What follows belongs to an exercise in optimizing a design on an open flow for a short achievable clock period and few clock cycles per item; a production flow would make more cautious choices. The RTL was checked by simulation tests, not by an equivalence proof against the original design.

==> v5: inputs <==
==> flow/design.v (excerpt) <==
module seed_seek_top (
    input  logic                          clk,
    input  logic                          rst,
    input  logic                          occ_load_valid,
    input  logic [seed_pkg::OCC_AW-1:0]   occ_load_addr,
    input  logic [4*seed_pkg::KLS_W-1:0]  occ_load_row,
    input  logic                          cfg_valid,
    input  logic [4*seed_pkg::KLS_W-1:0]  cfg_c,
    input  logic [seed_pkg::KLS_W-1:0]    cfg_primary,
    input  logic [seed_pkg::KLS_W-1:0]    cfg_bwt_len,
    input  logic [seed_pkg::POS_W-1:0]    cfg_min_len,
    input  logic [seed_pkg::KLS_W-1:0]    cfg_min_intv,
    input  logic                          job_valid,
    output logic                          job_ready,
    input  logic [2*seed_pkg::READ_LEN-1:0] job_read,
    input  logic [seed_pkg::POS_W-1:0]    job_pos,
    output logic                          seed_valid,
    input  logic                          seed_ready,
    output logic [seed_pkg::KLS_W-1:0]    seed_k,
    output logic [seed_pkg::KLS_W-1:0]    seed_l,
    output logic [seed_pkg::KLS_W-1:0]    seed_s,
    output logic [seed_pkg::POS_W-1:0]    seed_i,
    output logic [seed_pkg::POS_W-1:0]    seed_j,
    output logic [seed_pkg::POS_W-1:0]    next_pos,
    output logic                          done
);
==> flow/config.mk <==
export PLATFORM = sky130hd
export DESIGN_NAME = seed_seek_top
export DESIGN_NICKNAME = seed_seek_top
export VERILOG_FILES = /design/flow/design.v
export SDC_FILE = /design/flow/constraint.sdc
export NUM_CORES = 4
export LEC_CHECK = 0
export ABC_CLOCK_PERIOD_IN_PS = 3500
export CAP_MARGIN = 20
export CORE_MARGIN = 2
export CORE_UTILIZATION = 40
export SETUP_SLACK_MARGIN = 4.0
export SLEW_MARGIN = 20
export TNS_END_PERCENT = 10
==> flow/constraint.sdc <==
create_clock -name core_clock -period 8.0 [get_ports {clk}]
set_input_delay 1.6000 -clock core_clock [delete_from_list [all_inputs] [get_ports {clk}]]
set_output_delay 1.6000 -clock core_clock [all_outputs]
set_load 0.01 [all_outputs]
run.sh (not shown) runs the stock make flow with config.mk's settings and CLKGATE_MAP_FILE= SYNTH_SCRIPT=/design/flow/synth_recipe.tcl, a recipe that flattens the netlist after the stock synthesis.
==> inputs of v27, as changes to v5 <==
--- a/flow/design.v
+++ b/flow/design.v
@@ -1,47 +1,62 @@
 package seed_pkg;
     localparam int READ_LEN    = 16;
     localparam int POS_W       = 5;
     localparam int KLS_W       = 8;
     localparam int OCC_DEPTH   = 64;
     localparam int OCC_AW      = 6;
     localparam int QUEUE_DEPTH = 16;
-    localparam int N_ENG       = 12;
+    localparam int N_ENG       = 3;
     localparam int ENG_W       = $clog2(N_ENG);
     localparam int SEED_DEPTH  = 4;
     localparam int DONE_DEPTH  = 3;
     localparam int ORDER_DEPTH = N_ENG * DONE_DEPTH;
     localparam int SEED_W      = 3*KLS_W + 2*POS_W;
     localparam logic [POS_W-1:0] READ_END = POS_W'(READ_LEN);
 endpackage
 `timescale 1ns/1ns
 module occ_table (
     input  logic                          clk,
     input  logic                          load_valid,
     input  logic [seed_pkg::OCC_AW-1:0]   load_addr,
     input  logic [4*seed_pkg::KLS_W-1:0]  load_row,
+    input  logic                          cfg_valid,
+    input  logic [4*seed_pkg::KLS_W-1:0]  c1_old,     
+    input  logic [4*seed_pkg::KLS_W-1:0]  c1_new,     
     output logic [seed_pkg::OCC_DEPTH*4*seed_pkg::KLS_W-1:0] rows
 );
-    localparam int RW = 4*seed_pkg::KLS_W;
+    localparam int W  = seed_pkg::KLS_W;
+    localparam int RW = 4*W;
+    logic [4*W-1:0] c1_use;
+    logic [4*W-1:0] c1_delta;
+    always_comb begin
+        for (int b = 0; b < 4; b++) begin
+            c1_use[b*W +: W]   = cfg_valid ? c1_new[b*W +: W] : c1_old[b*W +: W];
+            c1_delta[b*W +: W] = c1_new[b*W +: W] - c1_old[b*W +: W];
+        end
+    end
     always_ff @(posedge clk) begin
         for (int r = 0; r < seed_pkg::OCC_DEPTH; r++) begin
-            if (load_valid && load_addr == seed_pkg::OCC_AW'(r)) begin
-                rows[r*RW +: RW] <= load_row;
+            for (int b = 0; b < 4; b++) begin
+                if (load_valid && load_addr == seed_pkg::OCC_AW'(r)) begin
+                    rows[r*RW + b*W +: W] <= load_row[b*W +: W] + c1_use[b*W +: W];
+                end else if (cfg_valid) begin
+                    rows[r*RW + b*W +: W] <= rows[r*RW + b*W +: W] + c1_delta[b*W +: W];
+                end
             end
         end
     end
 endmodule
 `timescale 1ns/1ns
 module interval_extend (
     input  logic [4*seed_pkg::KLS_W-1:0]  row_k,      
     input  logic [4*seed_pkg::KLS_W-1:0]  row_e,      
     input  logic [seed_pkg::KLS_W-1:0]    ck,         
     input  logic [seed_pkg::KLS_W-1:0]    ce,         
-    input  logic [seed_pkg::KLS_W-1:0]    cc,         
     input  logic [3:1]                    above,      
     input  logic                          sentinel,   
     output logic [seed_pkg::KLS_W-1:0]    k_new,
     output logic [seed_pkg::KLS_W-1:0]    e_new,
     output logic [seed_pkg::KLS_W-1:0]    s_new,
     output logic [seed_pkg::KLS_W-1:0]    l_add
 );
     localparam int W = seed_pkg::KLS_W;
@@ -53,18 +68,18 @@
             sb[b] = above[b] ? (row_e[b*W +: W] - row_k[b*W +: W]) : '0;
         end
         x = sb[1];
         y = sb[2];
         z = sb[3];
         cs_s = x ^ y ^ z;
         cs_c = (x & y) | (x & z) | (y & z);
     end
-    assign k_new = cc + ck;
-    assign e_new = cc + ce;
+    assign k_new = ck;
+    assign e_new = ce;
     assign s_new = ce - ck;
     assign l_add = cs_s + {cs_c[W-2:0], 1'b0} + {{(W-1){1'b0}}, sentinel};
 endmodule
 `timescale 1ns/1ns
 module work_queue #(
     parameter int W = 8,
     parameter int D = 4
 ) (
@@ -149,25 +164,25 @@
     assign d0 = d[rp];
     assign d1 = d[AW'(rp + 1'b1)];
 endmodule
 `timescale 1ns/1ns
 module seed_control (
     input  logic                          clk,
     input  logic                          rst,
     input  logic [seed_pkg::OCC_DEPTH*4*seed_pkg::KLS_W-1:0] rows,
-    input  logic [4*seed_pkg::KLS_W-1:0]  c1,
     input  logic [seed_pkg::KLS_W-1:0]    primary,
     input  logic [seed_pkg::KLS_W-1:0]    bwt_len,
     input  logic [seed_pkg::POS_W-1:0]    min_len,
     input  logic [seed_pkg::KLS_W-1:0]    min_intv,
     input  logic                          start,
     input  logic [2*seed_pkg::READ_LEN-1:0] job_read,
     input  logic [seed_pkg::POS_W-1:0]    job_pos,
-    output logic                          free,
+    output logic                          free,       
+    output logic                          free_d,     
     output logic                          sq0_v,
     output logic [1:0]                    sq0_tag,
     output logic [seed_pkg::SEED_W-1:0]   sq0_data,
     output logic                          sq1_v,
     output logic [1:0]                    sq1_tag,
     input  logic                          sq_pop,
     output logic                          dq_v,
     output logic [seed_pkg::POS_W-1:0]    dq_np,
@@ -191,30 +206,26 @@
     logic [QD-1:0][W-1:0]  itk, itl, its;    
     logic [QD-1:0][PW-1:0] itj;
     logic              av;                   
     logic              afwd;
     logic [PW-1:0]     apos;                 
     logic [AW-1:0]     ak, ae;               
     logic [RW-1:0]     rowk, rowe;
     logic [1:0]        sym, a;
-    logic [W-1:0]      cka, cea, cca;
-    logic [AW-1:0]     ak_n, ae_n;
+    logic [W-1:0]      cka, cea;
     assign rowk = rows[ak*RW +: RW];
     assign rowe = rows[ae*RW +: RW];
     assign sym  = rd[2*apos[3:0] +: 2];
     assign a    = afwd ? ~sym : sym;
     assign cka  = rowk[a*W +: W];
     assign cea  = rowe[a*W +: W];
-    assign cca  = c1[a*W +: W];
-    assign ak_n = cca[AW-1:0] + cka[AW-1:0];
-    assign ae_n = cca[AW-1:0] + cea[AW-1:0];
     logic              bv;
     logic [RW-1:0]     browk, browe;
-    logic [W-1:0]      bcka, bcea, bcc;
+    logic [W-1:0]      bcka, bcea;
     logic [3:1]        babove;
     logic              bzero;
     logic [PW-1:0]  jn, ip;
     logic [W-1:0]   xk, xe, xs, xl;
     logic [W-1:0]   ns;
     logic [W:0]     kend;
     logic           sent;
     logic           chg, cont, push, emit, pz;
@@ -231,17 +242,16 @@
     assign ip = ci - 1'b1;
     assign kend = {1'b0, ck} + {1'b0, cs};
     assign sent = (ck <= primary) && ({1'b0, primary} < kend);
     interval_extend u_ext (
         .row_k    (browk),
         .row_e    (browe),
         .ck       (bcka),
         .ce       (bcea),
-        .cc       (bcc),
         .above    (babove),
         .sentinel (sent),
         .k_new    (xk),
         .e_new    (xe),
         .s_new    (xs),
         .l_add    (xl)
     );
     assign ns   = bzero ? '0 : xs;
@@ -266,17 +276,24 @@
             ld_k = itk[nidx[3:0]];
             ld_l = itl[nidx[3:0]];
             ld_s = its[nidx[3:0]];
             ld_j = itj[nidx[3:0]];
         end
         ld_e = ld_k + ld_s;
     end
     assign finish = step && !cont && !has_next;
-    assign free = !busy && !dqv[DD-1];
+    logic dq_full_n;
+    assign dq_full_n = dqv[DD-1] ? !(dq_pop && !finish)
+                                 : (dqv[DD-2] && finish && !dq_pop);
+    assign free_d    = !(start || (busy && !finish)) && !dq_full_n;
+    always_ff @(posedge clk) begin
+        if (rst) free <= 1'b1;
+        else     free <= free_d;
+    end
     always_ff @(posedge clk) begin
         if (rst) begin
             busy <= 1'b0;
             tag  <= '0;
             av   <= 1'b0;
             bv   <= 1'b0;
         end else if (start) begin
             busy <= 1'b1;
@@ -304,28 +321,27 @@
         end else if (!(busy && stall)) begin
             if (step && !cont) begin
                 afwd <= 1'b0;
                 apos <= p - 1'b1;
                 ak   <= ld_k[AW-1:0];
                 ae   <= ld_e[AW-1:0];
             end else begin
                 apos <= afwd ? apos + 1'b1 : apos - 1'b1;
-                ak   <= ak_n;
-                ae   <= ae_n;
+                ak   <= cka[AW-1:0];
+                ae   <= cea[AW-1:0];
             end
         end
     end
     always_ff @(posedge clk) begin
         if (!(busy && stall)) begin
             browk <= rowk;
             browe <= rowe;
             bcka  <= cka;
             bcea  <= cea;
-            bcc   <= cca;
             for (int b = 1; b < 4; b++) babove[b] <= (2'(b) > a);
             bzero <= afwd ? (apos == seed_pkg::READ_END) : (apos == '1);
         end
     end
     always_ff @(posedge clk) begin
         if (start) begin
             fwd <= 1'b1;
             rd  <= job_read;
@@ -433,66 +449,72 @@
     output logic                          done
 );
     localparam int N  = seed_pkg::N_ENG;
     localparam int CW = seed_pkg::ENG_W;
     localparam int W  = seed_pkg::KLS_W;
     localparam int PW = seed_pkg::POS_W;
     localparam int SW = seed_pkg::SEED_W;
     logic [4*W-1:0] c1_q;        
+    logic [4*W-1:0] c1_in;
     logic [W-1:0]   primary_q;
     logic [W-1:0]   bwt_len_q;
     logic [PW-1:0]  min_len_q;
     logic [W-1:0]   min_intv_q;
     always_ff @(posedge clk) begin
         if (rst) begin
             c1_q       <= '0;
             primary_q  <= '0;
             bwt_len_q  <= '0;
             min_len_q  <= '0;
             min_intv_q <= '0;
         end else if (cfg_valid) begin
-            for (int b = 0; b < 4; b++) begin
-                c1_q[b*W +: W] <= cfg_c[b*W +: W] + 1'b1;
-            end
+            c1_q       <= c1_in;
             primary_q  <= cfg_primary;
             bwt_len_q  <= cfg_bwt_len;
             min_len_q  <= cfg_min_len;
             min_intv_q <= cfg_min_intv;
         end
     end
-    logic [seed_pkg::OCC_DEPTH*4*W-1:0] rows;
+    always_comb begin
+        for (int b = 0; b < 4; b++) c1_in[b*W +: W] = cfg_c[b*W +: W] + 1'b1;
+    end
+    logic [seed_pkg::OCC_DEPTH*4*W-1:0] vrows;
     occ_table u_occ (
         .clk        (clk),
         .load_valid (occ_load_valid),
         .load_addr  (occ_load_addr),
         .load_row   (occ_load_row),
-        .rows       (rows)
+        .cfg_valid  (cfg_valid && !rst),
+        .c1_old     (c1_q),
+        .c1_new     (c1_in),
+        .rows       (vrows)
     );
     logic [N-1:0]           e_free;
+    logic [N-1:0]           e_free_d;
     logic [N-1:0]           e_start;
     logic [N-1:0]           s_sq0_v, s_sq1_v, s_dq_v;
     logic [N-1:0][1:0]      s_sq0_tag, s_sq1_tag;
     logic [N-1:0][SW-1:0]   s_sq0_data;
     logic [N-1:0][PW-1:0]   s_dq_np;
     logic [N-1:0]           s_sq_pop, s_dq_pop;
     for (genvar g = 0; g < N; g++) begin : g_eng
         seed_control u_eng (
             .clk      (clk),
             .rst      (rst),
-            .rows     (rows),
-            .c1       (c1_q),
+            .rows     (vrows),
             .primary  (primary_q),
             .bwt_len  (bwt_len_q),
             .min_len  (min_len_q),
             .min_intv (min_intv_q),
             .start    (e_start[g]),
             .job_read (job_read),
             .job_pos  (job_pos),
             .free     (e_free[g]),
+            .free_d   (e_free_d[g]),
             .sq0_v    (s_sq0_v[g]),
             .sq0_tag  (s_sq0_tag[g]),
             .sq0_data (s_sq0_data[g]),
             .sq1_v    (s_sq1_v[g]),
             .sq1_tag  (s_sq1_tag[g]),
             .sq_pop   (s_sq_pop[g]),
             .dq_v     (s_dq_v[g]),
             .dq_np    (s_dq_np[g]),
@@ -508,17 +530,22 @@
         for (int n = N - 1; n >= 0; n--) begin
             if (e_free[n]) begin
                 pick    = '0;
                 pick[n] = 1'b1;
                 pick_id = CW'(n);
             end
         end
     end
-    assign job_ready = |e_free;
+    logic jr_q;
+    always_ff @(posedge clk) begin
+        if (rst) jr_q <= 1'b1;
+        else     jr_q <= |e_free_d;
+    end
+    assign job_ready = jr_q;
     assign accept    = job_valid && job_ready;
     assign e_start   = accept ? pick : '0;
     logic [seed_pkg::ORDER_DEPTH-1:0] h_vv;
     logic          h_v;
     logic [CW-1:0] h, h_d1;
     logic          h_pop;
     logic [N-1:0][1:0] h_tag;       
     work_queue #(.W(CW), .D(seed_pkg::ORDER_DEPTH)) u_order (
@@ -527,49 +554,74 @@
         .push (accept),
         .din  (pick_id),
         .pop  (h_pop),
         .v    (h_vv),
         .d0   (h),
         .d1   (h_d1)
     );
     assign h_v = h_vv[0];
+    logic [N-1:0]  hot;
+    logic [N-1:0]  s0e, s1e;
     logic          o_sv;
     logic          o_dn;
     logic [SW-1:0] o_seed;
     logic [PW-1:0] o_np;
     logic          adv;
     logic          s0, s1, fin;
-    logic [1:0]    ht;
-    assign ht  = h_tag[h];
-    assign s0  = h_v && s_sq0_v[h] && (s_sq0_tag[h] == ht);
-    assign s1  = s_sq1_v[h] && (s_sq1_tag[h] == ht);
-    assign fin = h_v && s_dq_v[h];
+    logic [SW-1:0] h_data;
+    logic [PW-1:0] h_np;
+    always_comb begin
+        for (int n = 0; n < N; n++) begin
+            s0e[n] = s_sq0_v[n] && (s_sq0_tag[n] == h_tag[n]);
+            s1e[n] = s_sq1_v[n] && (s_sq1_tag[n] == h_tag[n]);
+        end
+        s0     = |(hot & s0e);
+        s1     = |(hot & s1e);
+        fin    = |(hot & s_dq_v);
+        h_data = '0;
+        h_np   = '0;
+        for (int n = 0; n < N; n++) begin
+            h_data = h_data | (hot[n] ? s_sq0_data[n] : '0);
+            h_np   = h_np   | (hot[n] ? s_dq_np[n]    : '0);
+        end
+    end
     assign adv   = !o_sv || seed_ready;
     assign h_pop = adv && fin && !(s0 && s1);
-    always_comb begin
-        s_sq_pop = '0;
-        s_dq_pop = '0;
-        s_sq_pop[h] = adv && s0;
-        s_dq_pop[h] = h_pop;
+    assign s_sq_pop = (adv && s0) ? hot : '0;
+    assign s_dq_pop = h_pop ? hot : '0;
+    always_ff @(posedge clk) begin
+        if (rst) begin
+            hot <= '0;
+        end else if (h_pop) begin
+            if (h_vv[1])     hot <= N'(1) << h_d1;
+            else if (accept) hot <= pick;
+            else             hot <= '0;
+        end else if (!h_v) begin
+            hot <= accept ? pick : '0;
+        end
     end
     always_ff @(posedge clk) begin
         if (rst) begin
             o_sv  <= 1'b0;
             o_dn  <= 1'b0;
             h_tag <= '0;
-        end else if (adv) begin
-            o_sv <= s0;
-            o_dn <= fin && !(s0 && s1);
-            if (h_pop) h_tag[h] <= ht + 1'b1;
+        end else begin
+            if (adv) begin
+                o_sv <= s0;
+                o_dn <= fin && !(s0 && s1);
+            end
+            for (int n = 0; n < N; n++) begin
+                if (s_dq_pop[n]) h_tag[n] <= h_tag[n] + 1'b1;
+            end
         end
     end
     always_ff @(posedge clk) begin
         if (adv) begin
-            o_seed <= s_sq0_data[h];
-            o_np   <= s_dq_np[h];
+            o_seed <= h_data;
+            o_np   <= h_np;
         end
     end
     assign seed_valid = o_sv;
     assign done       = o_dn && adv;
     assign {seed_k, seed_l, seed_s, seed_i, seed_j} = o_seed;
     assign next_pos   = o_np;
 endmodule
Settings changed: CORE_UTILIZATION 40 to 35, PLACE_DENSITY set to 0.5.
==> comparison table <==
metric                                                                                    v5                        v27
Fraction of the mapped netlist area in compound gates                                  8.85%                      11.0%
Xor/xnor cell area share of the yosys netlist                                          1.20%                      5.00%
Initial core utilization                                                               40.0%                      35.1%
Detailed placement HPWL                                                      3750000 microns            1210000 microns
Setup Slack @ Placement                                                              1190 ps                    1160 ps
Count of standard-cell rows                                                              587                        384
Run status                                                                    did not finish             finished clean
Failing step                                                        global routing (5_1_grt)                          -
Die Ht                                                                          1600 microns               1050 microns
Post-synthesis net count                                                               79700                      34700
Simple-gate share of the synthesized area                                              6.35%                      7.07%
Library cell occupying the most area in the post-synthesis netlist   sky130_fd_sc_hd__mux4_2  sky130_fd_sc_hd__edfxtp_1
Placed cell count                                                                     105000                      45200
Post-CTS setup buffer count                                                             1753                        718
Last weighted congestion value of the routability-driven placer                         1.10                       1.01
Proportion of netlist area held by the largest area contributor                        37.3%                      34.4%
Post-Synthesis Mean Instance Area                                                 13.1 sq um                 11.9 sq um
Sink count of the clock tree                                                           12300                       4645
Number of resized instances in the post-cts repair step                                 3921                       1946
Die width                                                                       1600 microns               1050 microns
Sequential share of the synthesized area                                               35.3%                      35.8%
Testbench counts of v5, summed over its fixed seeds: cycles 1,056, jobs 596.
Testbench counts of v27, summed over its fixed seeds: cycles 2,843, jobs 596.

[separate check: timing with driven ports]
The results above use ideal ports. As a check the final layout listed here was re-extracted and re-timed, cells and wires unchanged.
Step 1, drivers: a clkbuf_16 drives clk and a buf_2 each remaining input, both assumed.
Step 2 adds t to the input delays and takes it off the output delays; t is the mean of the earliest and latest rising clock arrival at the registers after step 1. Input paths then give back, and output paths get back, about the clock's delay inside the block.
Three values: ideal ports, drivers, drivers and shift; two values: the first two.
run: v27
t (ns): 1.245
setup WS [ns]: 2.870 / 2.870 / 1.962
hold slack, ns: 0.467 / 0.467 / 0.467
worst setup path after step 2: input to register
worst data-port slew with drivers (ns): 0.34
After both steps v27 still meets setup and hold. For v27, drivers alone change the setup slack by 0.000 ns; drivers and shift together by -0.908 ns.
